Context: an optimization exercise on an open-source flow, tuned for small area. The choices shown serve that exercise and are no tape-out recipe. Function was checked by simulation only, so behaviour that the tests miss may differ from the original.

==> design/flow/design.v <==
package dpd_pkg;
  localparam int DPD_DATA_WIDTH = 16;
  localparam int DPD_GAIN_WIDTH = 16;
  localparam int DPD_FRAC_SZ    = 12;
  typedef logic signed [DPD_DATA_WIDTH-1:0] data_t;
  typedef logic signed [DPD_GAIN_WIDTH-1:0] gain_t;
  typedef struct packed {
    logic               sat;
    logic signed [63:0] val;
  } sat_res_t;
  function automatic sat_res_t sat_f(input logic signed [63:0] p,
                                     input int                 frac,
                                     input int                 dw);
    sat_res_t           res;
    logic signed [63:0] rnd;
    logic signed [63:0] hi;
    logic signed [63:0] lo;
    rnd = (p + (64'sd1 <<< (frac - 1))) >>> frac;
    hi  = (64'sd1 <<< (dw - 1)) - 64'sd1;
    lo  = -(64'sd1 <<< (dw - 1));
    if (rnd > hi) begin
      res.sat = 1'b1;
      res.val = hi;
    end else if (rnd < lo) begin
      res.sat = 1'b1;
      res.val = lo;
    end else begin
      res.sat = 1'b0;
      res.val = rnd;
    end
    sat_f = res;
  endfunction
endpackage
module dpd_sync_fifo #(
  parameter int WIDTH = 32,
  parameter int AW    = 4
) (
  input  logic             clk,
  input  logic             rst_n,
  input  logic             i_wr,
  input  logic [WIDTH-1:0] i_wdata,
  input  logic             i_rd,
  output logic [WIDTH-1:0] o_rdata,
  output logic             o_full,
  output logic             o_empty,
  output logic [AW:0]      o_level
);
  localparam int DEPTH = 1 << AW;
  logic [WIDTH-1:0] r_mem [DEPTH];
  logic [AW:0]      r_wr_ptr;
  logic [AW:0]      r_rd_ptr;
  logic             w_do_rd;
  logic             w_do_wr;
  always_comb begin
    o_full  = (r_wr_ptr[AW] != r_rd_ptr[AW]) &&
              (r_wr_ptr[AW-1:0] == r_rd_ptr[AW-1:0]);
    o_empty = (r_wr_ptr == r_rd_ptr);
    o_level = r_wr_ptr - r_rd_ptr;
    o_rdata = r_mem[r_rd_ptr[AW-1:0]];
    w_do_rd = i_rd && !o_empty;
    w_do_wr = i_wr && (!o_full || w_do_rd);
  end
  always_ff @(posedge clk or negedge rst_n) begin
    if (!rst_n) begin
      r_wr_ptr <= {(AW+1){1'b0}};
      r_rd_ptr <= {(AW+1){1'b0}};
    end else begin
      if (w_do_wr) r_wr_ptr <= r_wr_ptr + {{AW{1'b0}}, 1'b1};
      if (w_do_rd) r_rd_ptr <= r_rd_ptr + {{AW{1'b0}}, 1'b1};
    end
  end
  always_ff @(posedge clk or negedge rst_n) begin
    if (!rst_n) begin
      for (int i = 0; i < DEPTH; i++) r_mem[i] <= {WIDTH{1'b0}};
    end else if (w_do_wr) begin
      r_mem[r_wr_ptr[AW-1:0]] <= i_wdata;
    end
  end
endmodule
module dpd_output_stage
#(
  parameter int DATA_WIDTH   = dpd_pkg::DPD_DATA_WIDTH,
  parameter int GAIN_WIDTH   = dpd_pkg::DPD_GAIN_WIDTH,
  parameter int FRAC_SZ      = dpd_pkg::DPD_FRAC_SZ,
  parameter int FIFO_AW      = 4,
  parameter int SATCNT_WIDTH = 16
) (
  input  logic                          clk,
  input  logic                          rst_n,
  input  logic                          ENABLE,
  input  logic                          valid_in,
  input  logic signed [DATA_WIDTH-1:0]  y_in_re,
  input  logic signed [DATA_WIDTH-1:0]  y_in_im,
  input  logic signed [GAIN_WIDTH-1:0]  gain,
  input  logic                          clr_status,
  input  logic                          dac_ready,
  output logic                          dac_valid,
  output logic signed [DATA_WIDTH-1:0]  dac_re,
  output logic signed [DATA_WIDTH-1:0]  dac_im,
  output logic                          fifo_full,
  output logic                          fifo_empty,
  output logic [FIFO_AW:0]              fifo_level,
  output logic                          overflow,
  output logic [SATCNT_WIDTH-1:0]       sat_count
);
  localparam int PW = DATA_WIDTH + GAIN_WIDTH;
  logic                         r_s1_valid;
  logic signed [PW-1:0]         r_p_re;
  logic signed [PW-1:0]         r_p_im;
  logic                         r_s2_valid;
  logic signed [DATA_WIDTH-1:0] r_s2_re;
  logic signed [DATA_WIDTH-1:0] r_s2_im;
  logic                         r_s2_sat;
  logic                         r_overflow;
  logic [SATCNT_WIDTH-1:0]      r_sat_count;
  dpd_pkg::sat_res_t            w_sat_re;
  dpd_pkg::sat_res_t            w_sat_im;
  logic                         w_accept;
  logic                         w_rd;
  logic                         w_wr;
  logic [2*DATA_WIDTH-1:0]      w_head;
  always_ff @(posedge clk or negedge rst_n) begin
    if (!rst_n) begin
      r_s1_valid <= 1'b0;
      r_p_re     <= {PW{1'b0}};
      r_p_im     <= {PW{1'b0}};
    end else begin
      r_s1_valid <= w_accept;
      if (w_accept) begin
        r_p_re <= PW'(y_in_re) * PW'(gain);
        r_p_im <= PW'(y_in_im) * PW'(gain);
      end
    end
  end
  always_comb begin
    w_accept = valid_in && ENABLE;
    w_sat_re = dpd_pkg::sat_f(64'(r_p_re), FRAC_SZ, DATA_WIDTH);
    w_sat_im = dpd_pkg::sat_f(64'(r_p_im), FRAC_SZ, DATA_WIDTH);
    w_rd     = dac_valid && dac_ready;
    w_wr     = r_s2_valid && (!fifo_full || w_rd);
  end
  always_ff @(posedge clk or negedge rst_n) begin
    if (!rst_n) begin
      r_s2_valid <= 1'b0;
      r_s2_re    <= {DATA_WIDTH{1'b0}};
      r_s2_im    <= {DATA_WIDTH{1'b0}};
      r_s2_sat   <= 1'b0;
    end else begin
      r_s2_valid <= r_s1_valid;
      if (r_s1_valid) begin
        r_s2_re  <= DATA_WIDTH'(w_sat_re.val);
        r_s2_im  <= DATA_WIDTH'(w_sat_im.val);
        r_s2_sat <= w_sat_re.sat | w_sat_im.sat;
      end
    end
  end
  always_ff @(posedge clk or negedge rst_n) begin
    if (!rst_n) begin
      r_sat_count <= {SATCNT_WIDTH{1'b0}};
      r_overflow  <= 1'b0;
    end else if (clr_status) begin
      r_sat_count <= {SATCNT_WIDTH{1'b0}};
      r_overflow  <= 1'b0;
    end else begin
      if (r_s2_valid && r_s2_sat && (r_sat_count != {SATCNT_WIDTH{1'b1}}))
        r_sat_count <= r_sat_count + {{(SATCNT_WIDTH-1){1'b0}}, 1'b1};
      if (r_s2_valid && !w_wr)
        r_overflow <= 1'b1;
    end
  end
  dpd_sync_fifo #(
    .WIDTH (2*DATA_WIDTH),
    .AW    (FIFO_AW)
  ) u_fifo (
    .clk     (clk),
    .rst_n   (rst_n),
    .i_wr    (w_wr),
    .i_wdata ({r_s2_re, r_s2_im}),
    .i_rd    (w_rd),
    .o_rdata (w_head),
    .o_full  (fifo_full),
    .o_empty (fifo_empty),
    .o_level (fifo_level)
  );
  always_comb begin
    dac_valid = !fifo_empty;
    if (dac_valid) begin
      dac_re = w_head[2*DATA_WIDTH-1:DATA_WIDTH];
      dac_im = w_head[DATA_WIDTH-1:0];
    end else begin
      dac_re = {DATA_WIDTH{1'b0}};
      dac_im = {DATA_WIDTH{1'b0}};
    end
    overflow  = r_overflow;
    sat_count = r_sat_count;
  end
endmodule
==> design/flow/run.sh <==
#!/bin/bash
# synth_recipe.tcl (not shown) runs the flow's synth.tcl, then flattens the netlist and writes it again
# the make line also repeats each setting of config.mk as NAME=value (left out here)
make -C /OpenROAD-flow-scripts/flow DESIGN_CONFIG=/design/flow/config.mk WORK_HOME=/design/flow/orfs CLKGATE_MAP_FILE= SYNTH_SCRIPT=/design/flow/synth_recipe.tcl finish
==> design/flow/config.mk <==
export PLATFORM = sky130hd
export DESIGN_NAME = dpd_output_stage
export DESIGN_NICKNAME = dpd_output_stage
export VERILOG_FILES = /design/flow/design.v
export SDC_FILE = /design/flow/constraint.sdc
export NUM_CORES = 4
export LEC_CHECK = 0
export CAP_MARGIN = 20
export CORE_MARGIN = 2
export CORE_UTILIZATION = 40
export SLEW_MARGIN = 20
==> design/flow/constraint.sdc <==
create_clock -name core_clock -period 7.5 [get_ports {clk}]
set_input_delay 1.5000 -clock core_clock [delete_from_list [all_inputs] [get_ports {clk}]]
set_output_delay 1.5000 -clock core_clock [all_outputs]
set_load 0.01 [all_outputs]
==> impl_metrics.toml <==
[cts]
hold_buffers = 0
cts_tree = "yes"
post_cts_buffers = 0
cts_buffers = 61
ctsResizeCount = 0
clock_sinks = 616
insertion_delay_ns = 0.66
clk_pin_slew_ns = 0.06
clockRootBuffer = "clkbuf_16"
clk_path_buf_depth = 3
ctsHtreeMaxLevel = 2

[place]
dp_hpwl_um = 85060
port_buffers = 110
place_area_um2 = 50800
pre_cts_slack_ns = -0.2395
gp_congestion = 0.8282
dpl.cell_count = 5825

[synthesis]
synth_edf_count = 0
synth.largest_area_cell = "dfrtp_1"
yosysUniqueCellTypes = 72
synth_top_area_share_pct = 33.25
synth_area_um2 = 46350
yosys_warnings = 3
yosysSeqAreaShare_pct = 33.25
ys_ff_latch = 616
ys_async_sr_fraction_pct = 100.0
avgSynthCellArea_um2 = 11.04
synth_cells = 4199
synthTopCellsByArea = "dfrtp_1 (33%), fa_1 (23%), mux2_2 (12%), inv_1 (4.7%), ha_1 (4.7%)"
synth_nets = 4949
synth-main-ff-cell = "dfrtp_1"

[floorplan]
fp.dieW_um = 344.4
rows = 124
die_y_um = 344.4
num_io_pins = 111
core_area_um2 = 114700
start_util_pct = 40.43
die-area_um2 = 118600

[global_routing]
grt_use_total_pct = 21.67
grt_pass1_vias = 33330
grt_pass1_wl_um = 199000
antenna_found_initial = 1
overflow = 0
grt_max_degree = 152

[layout]
instances_no_fill = 5939
drive_above_1_share_pct = 21.66
post-route-util_pct = 46.34
diodes = 0
area_delta_synth_final_pct = 14.62
nets = 5126
final_area_um2 = 53130

[worst_setup_path]
crit_path_end_kind = "register"
slowest_delay_ns = 0.73
crit_fanout = 13
crit_path_start_kind = "input pin"
arrival_ns = 7.66
critical_path_class = "in -> reg"
cp.buffers_inverters = 5
crit_slowest_cell = "fa_1"
cp_cell_sequence = "clkdlybuf4s50_1 -> buf_12 -> nand2_1 -> inv_1 -> fa_1 -> fa_1 -> fa_1 -> fa_1 -> fa_1 -> inv_1 -> fa_1 -> inv_1 -> ha_1 -> a21oi_1 -> nand2_1 -> a21oi_1 -> nand4_1 -> o2111ai_1 -> a21oi_1 -> or4_1 -> a31oi_1"
crit_top_cell = "fa_1"
crit_family = "adder cells"
required_ns = 8.09

[timing]
post-route-min-period_ns = 7.077
setup_ws_ns = 0.4231
setup_viol = 0
fin_hold_ws_ns = 0.4815
finalHoldViolations = 0
finClkSkew_ns = 0.06426
rsz0062_at_grt = "no"
slew_violations = 0
finalCritPeriodShare_pct = 94.36
max_freq_mhz = 141.3
max_slew.worst_pin.slew_ns = 0.8725
relSlewSlack_pct = 41.84

[status]
status = "finished clean"

[detailed_routing]
drtIter0Drc = 2083
firstDrtPassIters = 5
antenna_left = 0
drc = 0
wl_per_cell_um = 21.22
routed_wl_um = 126000
routed-via-count = 31580
viasPerCell = 5.318

[hold_path]
hold_class = "reg -> reg"

[job]
cap_violations = 0
-- metrics by stage --
stage / TNS, ns
after floorplan: 0
after global placement: -0.6102
after detailed placement: -1.120
after CTS: 0
after global routing: 0
final: 0
-- placed cells by master (no fill, tap or decap), types with 10 or more instances in the layout --
cell	Yosys	layout
and4_1	10	10
xnor2_1	67	67
clkinv_2	0	17
a22oi_1	168	168
clkbuf_8	0	11
nor3_1	15	15
o221a_2	32	32
and3_2	1	13
clkdlybuf4s50_1	0	109
clkbuf_16	0	61
buf_12	0	36
nand4_1	57	57
mux2_2	489	489
a21o_1	14	14
dfrtp_1	616	615
nor2_1	84	84
nand2b_1	14	13
and2_2	0	12
o21ai_0	51	51
a22o_1	28	28
mux2_1	18	18
nand2_2	0	10
inv_1	579	579
nand3_1	66	66
xor2_1	35	35
fa_1	523	523
bufinv_16	0	15
ha_1	173	173
nand2_1	336	326
o21a_1	23	23
and2_1	258	246
a221oi_1	29	29
a21oi_1	109	109
buf_4	7	235
and3_1	30	18
-- routing by layer --
metal | wire [um] | global-route usage, %
met5 | 0 | 0
met4 | 3437 | 6.069
met3 | 6472 | 2.634
met2 | 60430 | 36.39
met1 | 55710 | 29.57
-- cell usage after synthesis, types with 30 or more instances --
cell type,n
inv_1,579
nand4_1,57
nand3_1,66
o221a_2,32
xor2_1,35
a21oi_1,109
and3_1,30
and2_1,258
nand2_1,336
mux2_2,489
ha_1,173
dfrtp_1,616
clkbuf_1,206
buf_2,46
nor2_1,84
a22oi_1,168
o21ai_0,51
fa_1,523
xnor2_1,67
-- worst min-delay path, cell delays in order, from the launching register on --
cell and delay [ns]:
dfrtp_1 0.34, nand2_1 0.05, o21ai_0 0.06
-- registers in the layout (all words and copies together), names as in the netlist --
signal and count:
r_s2_re 16, r_p_im 21, r_s1_valid 1, r_sat_count 16, r_s2_im 16, r_overflow 1, r_p_re 21, u_fifo.r_wr_ptr 5
r_s2_sat 1, u_fifo.r_rd_ptr 5, u_fifo.r_mem 512, r_s2_valid 1
-- path summary, 6_finish.rpt --
check | end | cells past startpoint | startpoint | slack (ns)
hold / removal | u_fifo.r_mem[13][31] | 2 | u_fifo.r_mem[13][31] | 0.48
hold reg to reg | u_fifo.r_mem[13][31] | 2 | u_fifo.r_mem[13][31] | 0.48
setup reg to reg | u_fifo.r_mem[10][28] | 9 | u_fifo.r_rd_ptr[2] | 3.68
min in group asynchronous | u_fifo.r_mem[6][26] | 1 | rst_n | 0.78
setup / recovery | r_p_im[31] | 21 | gain[1] | 0.42
max in group asynchronous | r_s1_valid | 2 | rst_n | 5.46
-- cell families after synthesis --
group | count (synthesis) | synth area share, %
buffers and inverters | 848 | 7.072
DFF | 616 | 33.25
and+or+nand+nor | 903 | 9.863
xor gates and xnor gates | 102 | 1.927
adders and majority gates | 696 | 27.26
muxes | 510 | 12.39
AOI/OAI and AO/OA | 524 | 8.235
-- area by class of cell --
cell class	instances	area, um2
tap	1512	1892
fill	10670	61530
timing repair buffer	382	3602
clock buffer	77	1697
clock inverter	37	626.9
multi-input combinational	2735	27720
sequential	616	15420
inverter	580	2177

afterwards: timing with drivers on the ports:
Ports are ideal in the flow. The routed layout listed here was re-timed in OpenROAD. Step 1 sets driving cells, clkbuf_16 on the clock port and buf_2 on the other inputs (assumed; they add their load-dependent delay and slew). Step 2 also shifts input and output timing later by t, the mid clock arrival at the registers, as if the neighbouring blocks saw the same clock. Three values: no drivers, after step 1, after step 2; two values: the first two.
t, ns: 0.708
setup slack, ns: 0.423 / 0.467 / -0.241
worst register clock-pin slew, ns: 0.08 / 0.08
Met with ideal ports but missed after step 2: setup timing in this run. The setup slack of this run moves by +0.044 ns with the drivers and by -0.664 ns with both steps.
